This design comes from an exercise in tuning for small area on the open sky130 flow, not from production work. Only simulation tests tie the RTL to the original design; equivalence was not proved. Power is estimated from default activity; no workload was simulated.

## sdhc_dma_top
module sdhc_dma_top #(
   parameter int FIFO_DEPTH = 8,
   parameter int RAM_WORDS  = 64
) (
   input  logic                         CLK,
   input  logic                         reset,
   input  logic                         start,
   input  logic                         direction,
   input  logic [63:0]                  address_init,
   input  logic [15:0]                  length,
   output logic                         done,
   input  logic                         card_push,
   input  logic [31:0]                  card_wdata,
   input  logic                         card_pop,
   output logic [31:0]                  card_rdata,
   output logic                         card_empty,
   output logic                         card_full,
   input  logic                         host_we,
   input  logic [$clog2(RAM_WORDS)-1:0] host_addr,
   input  logic [31:0]                  host_wdata,
   output logic [31:0]                  host_rdata
);
   logic [5:0]  word_addr;
   logic        fifo_read;
   logic        fifo_write;
   logic [31:0] ram_rdata;
   dma_transfer u_transfer (
      .CLK        (CLK),
      .reset      (reset),
      .start      (start),
      .direction  (direction),
      .word_init  (address_init[7:2]),
      .words      (length[15:2]),
      .empty      (card_empty),
      .full       (card_full),
      .done       (done),
      .word_addr  (word_addr),
      .fifo_read  (fifo_read),
      .fifo_write (fifo_write)
   );
   data_fifo u_fifo (
      .CLK   (CLK),
      .reset (reset),
      .push  (fifo_write | card_push),
      .wdata (fifo_write ? ram_rdata : card_wdata),
      .pop   (fifo_read | card_pop),
      .rdata (card_rdata),
  ...
Size: about 3800 cells after synthesis, roughly 2300 flip-flops, roughly 220 I/O pins, roughly 0.083 mm² of cells after synthesis.
==> flow/config.mk <==
export PLATFORM = sky130hd
export DESIGN_NAME = sdhc_dma_top
export DESIGN_NICKNAME = sdhc_dma_top
export VERILOG_FILES = /design/flow/design.v
export SDC_FILE = /design/flow/constraint.sdc
export NUM_CORES = 4
export LEC_CHECK = 0
export CAP_MARGIN = 0
export CELL_PAD_IN_SITES_DETAIL_PLACEMENT = 1
export CELL_PAD_IN_SITES_GLOBAL_PLACEMENT = 1
export CORE_MARGIN = 2
export CORE_UTILIZATION = 60
export CTS_BUF_LIST = sky130_fd_sc_hd__clkbuf_16
export CTS_CLUSTER_DIAMETER = 100
export CTS_CLUSTER_SIZE = 30
export PLACE_DENSITY = 0.7
export SLEW_MARGIN = 0
export SYNTH_HIERARCHICAL = 1
==> flow/constraint.sdc <==
create_clock -name core_clock -period 10.0 [get_ports {CLK}]
set_input_delay 2.0000 -clock core_clock [delete_from_list [all_inputs] [get_ports {CLK}]]
set_output_delay 2.0000 -clock core_clock [all_outputs]
set_load 0.01 [all_outputs]
standard.sh (not shown) runs the stock make flow with config.mk's settings and CLKGATE_MAP_FILE= SYNTH_SCRIPT=/design/flow/synth_recipe.tcl, a recipe that flattens the netlist after the stock synthesis.
==> flow/flow/run.sh <==
#!/bin/bash
# Standard layout, but the port buffers use the smallest buffer cell
# instead of the one buffer_ports picks by default.
export BUFFER_PORTS_ARGS="-buffer_cell sky130_fd_sc_hd__buf_1"
bash standard.sh > standard.log 2>&1
Then changed:
==> flow/run.sh (new file) <==
#!/bin/bash
# synth_recipe.tcl (not shown) runs the flow's synth.tcl, then flattens the netlist and writes it again
# the make line also repeats each setting of config.mk as NAME=value (left out here)
make -C /OpenROAD-flow-scripts/flow DESIGN_CONFIG=/design/flow/config.mk WORK_HOME=/design/flow/orfs CLKGATE_MAP_FILE= SYNTH_SCRIPT=/design/flow/synth_recipe.tcl finish
- CAP_MARGIN: 0 -> 20
- CTS_BUF_LIST: sky130_fd_sc_hd__clkbuf_16 -> unset
- CTS_CLUSTER_DIAMETER: 100 -> unset
- CTS_CLUSTER_SIZE: 30 -> unset
- SLEW_MARGIN: 0 -> 20
removed: flow/flow/run.sh
removed: flow/standard.sh
What happened: Setup slack gets worse by 620 ps; design area came out higher by about 6.5%; cell count rises by about 5.4%; clock skew fell by 4.7 ps; sequential share of layout area shrinks by 4.8 points; sequential power stays flat; global-route usage went up by 1.4 points; synthesized area is unchanged; hold slack hardly moves; count of clock-buffer cells in the layout came out higher by 177.
Then changed:
- CAP_MARGIN: 20 -> 0
- CTS_BUF_LIST: unset -> sky130_fd_sc_hd__clkbuf_4 sky130_fd_sc_hd__clkbuf_8
- SLEW_MARGIN: 20 -> 0
The new run finished clean.
Final area fell slightly.
Worst hold slack is better by 25 ps.
Power fell slightly.
Via count rose slightly.
Register-to-register slack is worse by 120 ps.
Area after synthesis does not change.
Worst setup slack is worse by 76 ps.
Die area stays the same.
Global-route usage is about the same.
Routed wire length barely changes.

==> port drivers added, routing unchanged <==
Ports are ideal in the flow. The routed layouts listed here were re-timed in OpenROAD. Step 1: set_driving_cell puts a clkbuf_16 on CLK and a buf_2 on each other input, an assumption about the parent block. Step 2, shift: input delay + t, output delay - t, t = (earliest + latest rising clock arrival at the registers) / 2. This alone moves slack from input paths to output paths. Three values: ideal ports, drivers, drivers and shift; two values: the first two.
run	shift t [ns]	setup slack, ns	latest minus earliest clock arrival (ns)	worst slew at a driven data input, ns	pins driven straight from the clock port
the first run	0.826	1.151 / 1.122 / 1.122	0.044 / 0.044	0.13	1
the second run	0.920	0.531 / 0.457 / 0.457	0.032 / 0.032	0.08	1
the third run	1.103	0.454 / 0.395 / 0.395	0.053 / 0.053	0.07	1
After both steps setup and hold are still met in every run listed. For the second run, which loses most, drivers alone change the setup slack by -0.074 ns; drivers and shift together by -0.074 ns.
